Background: an optimization exercise with open tools, aiming at small area. Do not read the settings as production practice.
Only simulation tests tie the RTL to the original design; equivalence was not proved.
Power and IR drop assume default switching activity.

Design cpu_top, start of the top module:
module cpu_top (
    input  logic       clk_i,
    input  logic       reset,
    input  logic [7:0] instr_i,
    input  logic       data_or_reg_i,   
    input  logic [4:0] address_i,
    input  logic [1:0] byte_sel_i,
    output logic [7:0] value_o
);
Size in the first run: about 3,700 flip-flops, roughly 26 I/O pins.
export LEC_CHECK = 0
export CAP_MARGIN = 20
export CELL_PAD_IN_SITES_DETAIL_PLACEMENT = 0
export CELL_PAD_IN_SITES_GLOBAL_PLACEMENT = 0
export CORE_MARGIN = 2
export CORE_UTILIZATION = 40
export GPL_ROUTABILITY_DRIVEN = 1
export PLACE_DENSITY = 0.55
export SETUP_SLACK_MARGIN = 0.2
export SLEW_MARGIN = 20
create_clock -name core_clock -period 10.0 [get_ports {clk_i}]
standard.sh (not shown) runs the stock make flow with config.mk's settings and CLKGATE_MAP_FILE= SYNTH_SCRIPT=/design/flow/synth_recipe.tcl, a recipe that flattens the netlist after the stock synthesis.
==> flow/flow/run.sh <==
#!/bin/bash
# Layout flow: the standard ORFS flow (standard.sh), with these changes to how
# the layout is made:
#  - synthesis maps logic with an area-oriented ABC script (flow/abc_area.script)
#    instead of ORFS's delay-oriented one; everything else in synthesis is unchanged,
#    so the registers, their names and cell types are those of the standard synthesis;
#  - clock tree synthesis clusters more sinks per buffer and inserts no dummy loads;
#  - antenna repair aims 20% below the antenna ratio limits;
#  - the port buffers are buf_2 cells rather than the delay cells ORFS picks by default.
set -euo pipefail
WD=$(pwd)
rm -rf "$WD/scripts_custom"
cp -r "$FLOW_HOME/scripts" "$WD/scripts_custom"
cp "$WD/flow/abc_area.script" "$WD/scripts_custom/abc_speed.script"
sed -i 's/repair_antennas -iterations \$::env(MAX_REPAIR_ANTENNAS_ITER_GRT)/repair_antennas -iterations $::env(MAX_REPAIR_ANTENNAS_ITER_GRT) -ratio_margin 20/' "$WD/scripts_custom/global_route.tcl"
grep -q "ratio_margin 20" "$WD/scripts_custom/global_route.tcl"
CTS="-sink_clustering_enable -repair_clock_nets -sink_clustering_size 24 -sink_clustering_max_diameter 80 -buf_list {sky130_fd_sc_hd__clkbuf_8 sky130_fd_sc_hd__clkbuf_16} -dont_use_dummy_load"
bash "$WD/standard.sh" "SCRIPTS_DIR=$WD/scripts_custom" "CTS_ARGS=$CTS" "BUFFER_PORTS_ARGS=-buffer_cell sky130_fd_sc_hd__buf_2" finish > "$WD/flow_make.log" 2>&1
==> flow/flow/abc_area.script <==
&get -n
&st
&dch
&nf -R 50 -p -F 8 -C 32
&put
topo
The first run ran to the end with no violations.
==> next run, changes <==
--- a/flow/flow/run.sh
+++ b/flow/flow/run.sh
@@ -15,4 +15,4 @@
 sed -i 's/repair_antennas -iterations \$::env(MAX_REPAIR_ANTENNAS_ITER_GRT)/repair_antennas -iterations $::env(MAX_REPAIR_ANTENNAS_ITER_GRT) -ratio_margin 20/' "$WD/scripts_custom/global_route.tcl"
 grep -q "ratio_margin 20" "$WD/scripts_custom/global_route.tcl"
-CTS="-sink_clustering_enable -repair_clock_nets -sink_clustering_size 24 -sink_clustering_max_diameter 80 -buf_list {sky130_fd_sc_hd__clkbuf_8 sky130_fd_sc_hd__clkbuf_16} -dont_use_dummy_load"
+CTS="-sink_clustering_enable -repair_clock_nets -sink_clustering_size 28 -sink_clustering_max_diameter 80 -buf_list {sky130_fd_sc_hd__clkbuf_8 sky130_fd_sc_hd__clkbuf_16} -dont_use_dummy_load"
 bash "$WD/standard.sh" "SCRIPTS_DIR=$WD/scripts_custom" "CTS_ARGS=$CTS" "BUFFER_PORTS_ARGS=-buffer_cell sky130_fd_sc_hd__buf_2" finish > "$WD/flow_make.log" 2>&1
- SETUP_SLACK_MARGIN: 0.2 -> 0.1
The new run passed the timing, DRC and antenna checks.
Core utilization fell by 0.12 points.
Global-route usage stays flat.
Count of clock-buffer cells in the layout fell by 15.
Clock power fell by 3.9%.
Register-to-register slack gains 0.03 ns.
Wire length hardly moves.
Sequential power stays flat.
Combinational power is about the same.
Setup slack gains 0.025 ns.
Final cell count stays flat.
Synthesized area does not change.

[static timing again, ports no longer ideal]
The flow's constraints put no driver on any port. The routed layouts listed below were extracted and timed again, unchanged, in two steps.
Step 1 assumes that a clkbuf_16 drives the clock port and a buf_2 every other input.
Step 2 also shifts input and output timing later by t, the mid clock arrival at the registers, as if the neighbouring blocks saw the same clock.
Slacks: ideal / step 1 / step 2; pairs: ideal / step 1.
run | t (ns) | slack for setup (ns) | latest minus earliest clock arrival (ns) | worst data-port slew with drivers (ns)
the first run | 0.978 | 0.679 / 0.492 / 0.492 | 0.100 / 0.101 | 0.20
the second run | 0.985 | 0.704 / 0.638 / 0.638 | 0.086 / 0.086 | 0.20
After both steps setup and hold are still met in every run listed. For the first run, which loses most, drivers alone change the setup slack by -0.187 ns; drivers and shift together by -0.187 ns.
